This is an optimization exercise on Yosys and OpenROAD, whose aim is small area, a short achievable clock period and few clock cycles per item, not a production implementation.
The RTL was checked by simulation tests, not by an equivalence proof against the original design.
No activity file was given, so power comes from the tool's default toggle rates.

## flow/design.v (module list and top-level ports; edited modules follow where they fit)
// module gf2_split_mul: 23 lines
// module clmul48_pipe: 3192 lines
module gf2_split_mul (
	input  wire         clk,
	input  wire         rst,
	input  wire         in_valid,
	output logic        in_ready,
	input  wire  [47:0] a,
	input  wire  [47:0] b,
	output logic        out_valid,
	input  wire         out_ready,
	output logic [95:0] c
);
  // ...
==> flow/flow/run.sh <==
#!/bin/bash
# Own layout flow: the standard flow (standard.sh) with the standard
# synthesis unchanged, then the layout steps with the delay cells
# (clkdlybuf4s*, dlygate*, dlymetal*) added to the don't-use list, so that
# the port buffers and the timing repair use plain buffers instead, and with
# the buffers of synthesis removed at floorplan (REMOVE_ABC_BUFFERS) instead
# of a timing repair there without wires; the repair after clock tree
# synthesis then sizes the logic with placement parasitics. The port
# buffers are buf_4 cells instead of the weakest buffer.
set -euo pipefail
W=$(pwd)
bash standard.sh synth > "$W/flow_synth.log" 2>&1
DELAY_CELLS=""
for c in clkdlybuf4s15_1 clkdlybuf4s15_2 clkdlybuf4s18_1 clkdlybuf4s18_2 \
	clkdlybuf4s25_1 clkdlybuf4s25_2 clkdlybuf4s50_1 clkdlybuf4s50_2 \
	dlygate4sd1_1 dlygate4sd2_1 dlygate4sd3_1 \
	dlymetal6s2s_1 dlymetal6s4s_1 dlymetal6s6s_1; do
	DELAY_CELLS="$DELAY_CELLS sky130_fd_sc_hd__$c"
done
# The design config is read before the platform's, whose list is added to this one.
{
	cat "$W/config.mk"
	echo "export DONT_USE_CELLS =$DELAY_CELLS"
	echo "export REMOVE_ABC_BUFFERS = 1"
	echo "export BUFFER_PORTS_ARGS = -buffer_cell sky130_fd_sc_hd__buf_4"
} > "$W/own_config.mk"
sed "s|DESIGN_CONFIG=[^ ]*|DESIGN_CONFIG=$W/own_config.mk|" "$W/standard.sh" > "$W/own_standard.sh"
grep -q "DESIGN_CONFIG=$W/own_config.mk" "$W/own_standard.sh"
bash "$W/own_standard.sh" > "$W/flow_layout.log" 2>&1
==> flow/standard.sh <==
#!/bin/bash
# synth_recipe.tcl (not shown) runs the flow's synth.tcl, then flattens the netlist and writes it again
# the make line also repeats each setting of config.mk as NAME=value (left out here)
make -C /OpenROAD-flow-scripts/flow DESIGN_CONFIG=/design/flow/config.mk WORK_HOME=/design/flow/orfs CLKGATE_MAP_FILE= SYNTH_SCRIPT=/design/flow/synth_recipe.tcl "${@:-finish}"
==> flow/config.mk <==
export PLATFORM = sky130hd
export DESIGN_NAME = gf2_split_mul
export DESIGN_NICKNAME = gf2_split_mul
export VERILOG_FILES = /design/flow/design.v
export SDC_FILE = /design/flow/constraint.sdc
export NUM_CORES = 4
export LEC_CHECK = 0
export CAP_MARGIN = 20
export CORE_MARGIN = 2
export CORE_UTILIZATION = 60
export PLACE_DENSITY = 0.8
export SETUP_SLACK_MARGIN = 1.8
export SLEW_MARGIN = 20
export TNS_END_PERCENT = 0
==> flow/constraint.sdc <==
create_clock -name core_clock -period 5.0 [get_ports {clk}]
set_input_delay 1.0000 -clock core_clock [delete_from_list [all_inputs] [get_ports {clk}]]
set_output_delay 1.0000 -clock core_clock [all_outputs]
set_load 0.01 [all_outputs]
==> out/metrics.yaml, run 1 <==
grt_util_all_layers: 0.402
dr_wl_met3_um: 11400
reg2reg_depth: 2
netSwitchingPower_mw: 6.45
io_buffer_count: 196
synth_top_area_frac: 0.437
core_area_um2: 38500
top_power_group: "combinational cells"
r2r_slack_ps: 3070
nClkBuffers: 24
largest_reg_flops: 115
critical_path_class: "in -> reg"
fin_cells: 3750
synth_top_cells_by_count: "xnor2_1 (1159), nor2_1 (720), nand2_1 (574)"
vias: 21543
startpoint: "a[17]"
taps: 518
outcome: "complete, no violations"
synth_area_leaders: "xnor2_1 (44%), edfxtp_1 (15%), nor2_1 (12%)"
area_growth_pct: 8.67
bufAreaShareNonClock: 0.0821
worstHoldEndpoint: "out_valid"
p_clk_frac: 0.101
slowest_delay_ps: 580
regMostFlops: "u_mul.r"
num_rows: 72
multi_input_area_share: 0.728
swShare: 0.448
synth-seq-cells: 116
worst_setup_path_end_kind: "register"
reg2reg_from: "out_valid"
critPathBufInv: 1
whs_ps: 709
drt-total-wl_um: 82400
Testbench counts, summed over its fixed seeds: cycles 2,056, items 2,048.
==> run 2: changes to the inputs <==
--- a/flow/config.mk
+++ b/flow/config.mk
@@ -9,6 +9,6 @@
 export CORE_MARGIN = 2
 export CORE_UTILIZATION = 60
 export PLACE_DENSITY = 0.8
-export SETUP_SLACK_MARGIN = 1.8
+export SETUP_SLACK_MARGIN = 2.0
 export SLEW_MARGIN = 20
 export TNS_END_PERCENT = 0
==> run 2 against run 1 <==
Against the previous run: critical endpoint is now u_mul.r[78]; sequential share of layout area is 0.21 points lower; setup slack better by 150 ps; worst hold slack worse by 1.5 ps; largest cell class unchanged.
==> out/metrics.yaml, run 2 <==
outcome: "complete, no violations"
synth_top_area_cell: "xnor2_1"
holdCritPathClass: "in -> reg"
clock_skew_ps: 14.9
fin_cells: 3752  # +0.053%
design.die.area_um2: 40300
final_cell_mix: "xnor2_1 (1105), nor2_1 (720), nand2_1 (574)"
fmax_ghz: 0.311
drc: 0
drive_above_1_share: 0.117
largest_reg_flops: 115  # unchanged
worst_setup_path_end_kind: "register"
clock_path_buffers: 2
placed_cells: 3717
path_clk_slew_ps: 70
top_regs: "u_mul.r: 115 flops, out_valid: 1 flops"
first_iter_violations: 3108
required_ps: 5210
die_w_um: 201
setup_ws_ps: 1780
finalSetupTns_ps: 0
grt_remaining_overflow: 0
grt_util_all_layers: 0.403  # +0.000944
regMostFlops: "u_mul.r"
synth-seq-cells: 116  # unchanged
p_leak_nw: 10.0
io_buffer_count: 196  # unchanged
pre_cts_ws_ps: 1040
area_growth_pct: 10.3
clock-root-buffer: "clkbuf_16"
slew-limit-headroom: 0.286
setup_viol: 0
critical_path_class: "in -> reg"
worstPathMaxFanout: 14
synth_top_cells_by_count: "xnor2_1 (1159), nor2_1 (720), nand2_1 (574)"
dpl.hpwl_um: 60100
post-route-min-period_ps: 3220
ys_warn_count: 2
antenna_found_initial: 2
ir_worst_vdd_v: 0.000370
core_area_um2: 38500  # unchanged
drt-total-wl_um: 82400  # +0.10%
rsz0062_at_grt: "true"
arrival_ps: 3430
grt_pass1_vias: 20711
synth-seq-area-share: 0.149
viasPerCell: 5.79
avgSynthCellArea_um2: 7.29
vias: 21720  # +0.82%
synth_area_leaders: "xnor2_1 (44%), edfxtp_1 (15%), nor2_1 (12%)"
post-route-period-util: 0.644
cts-htree-levels: 4
async_reset_ff_frac: 0
synth-edff-count: 115
drv_slew: 0
routabilityCongestion: 1.03
numCtsBuffers: 17
clk_latency_ps: 460
firstDrtPassIters: 6
synth_top_area_frac: 0.437  # unchanged
clock-sinks: 116
power_mw: 14.6
grt_pass1_wl_um: 125000
start_kind: "primary input"
maxCapViolations: 0
cts_tree: "yes"
powerDensity_nw_per_um2: 568
nNetsFinal: 3320
hold_viol: 0
tightest_slew_ps: 1060
synth_top_flop_cell: "edfxtp_1"
die_h_um: 201
yosys.cell_types.count: 17
synthCells: 3187
ant_nets: 0
num_rows: 72  # unchanged
initial_utilization: 0.604
io-pin-count: 198
syn_area_um2: 23200
layout_commonest_cell: "xnor2_1"
routedWlPerCell_um: 22.0
grt_max_degree: 100
synth_most_common_cell: "xnor2_1"
==> run 2: cell counts after synthesis <==
Identical to the previous run, type by type.
==> run 2: critical path, stage by stage <==
cell	delay [ps]
buf_4	200
xnor2_1	480
xnor2_2	260
buf_2	300
nor2_1	90
xor2_1	160
xnor2_1	430
xnor3_1	340
xnor2_1	150
==> run 2: through the flow <==
step,area (um^2),util,hold WS (ps)
2_1_floorplan,21600,-,1070
5_1_grt,25600,0.667,697
3_3_place_gp,24300,0.631,843
3_5_place_dp,24300,0.632,863
4_1_cts,25600,0.665,691
6_report,25600,0.667,707
==> run 2: cell families after synthesis <==
logic type	share of synthesized area
other	0.000161
multiplexers	0.000484
flip-flops	0.149
XOR/XNOR	0.568
buffers and inverters	0.0710
AO/OA/AOI/OAI	0.000592
AND/OR/NAND/NOR	0.210
==> run 2: area by class of cell <==
type	count	area, um^2
multi-input cells	2752	18700
fillers	3197	12800
flip-flops and latches	116	3470
repair buffers	330	2120
well taps	518	648
clock buffers	24	472
clock inverters	8	198
inverters	3	11.3
diodes	1	2.50
==> run 2: repair_timing <==
| item | CTS | global route |
|---|---|---|
| pin swaps | 0 | 1 |
| hold buffers | 0 | 0 |
| endpoints found under the hold margin | 0 | 0 |
| gates resized for setup | 116 | 14 |
| setup buffers | 0 | 2 |
| endpoints found under the setup margin | 39 | 42 |
==> run 2: metal layers <==
metal	share of wire	vias to the layer above	global-route usage	wire length, um
li1	-	9490	-	-
met1	0.37	10131	0.521	30100
met2	0.43	1723	0.610	35500
met3	0.14	374	0.110	11500
met4	0.064	2	0.222	5310
met5	0.00013	-	0	11
==> run 2: final timing paths <==
path / depth (start not counted) / start / slack, ps / end
worst max-delay path: 9 / b[29] / 1780 / u_mul.r[78]
worst min-delay path: 2 / rst / 710 / out_valid
worst max register to register: 2 / out_valid / 3050 / u_mul.r[11]
worst min register to register: 2 / out_valid / 890 / out_valid
==> run 2: where the power goes <==
group / internal (mW) / switching, mW / total, mW
registers: 2.03 / 0.396 / 2.42
clock network: 0.963 / 0.491 / 1.45
logic: 5.08 / 5.62 / 10.7

[port drivers added, routing unchanged]
The results above use ideal ports. As a check the final layouts listed here were re-extracted and re-timed, cells and wires unchanged. Step 1: set_driving_cell puts a clkbuf_16 on clk and a buf_2 on each other input, an assumption about the parent block. Step 2, shift: input delay + t, output delay - t, t = (earliest + latest rising clock arrival at the registers) / 2. This alone moves slack from input paths to output paths. Three values: no drivers, after step 1, after step 2; two values: the first two.
run | t (ns) | setup slack, ns | worst hold slack (ns) | worst setup path after step 2
run 1 | 0.497 | 1.634 / 1.663 / 1.165 | 0.709 / 0.685 / 0.878 | input to register
run 2 | 0.495 | 1.780 / 1.808 / 1.313 | 0.707 / 0.685 / 0.895 | input to register
After both steps setup and hold are still met in every run listed. For run 1, which loses most, drivers alone change the setup slack by +0.029 ns; drivers and shift together by -0.469 ns.
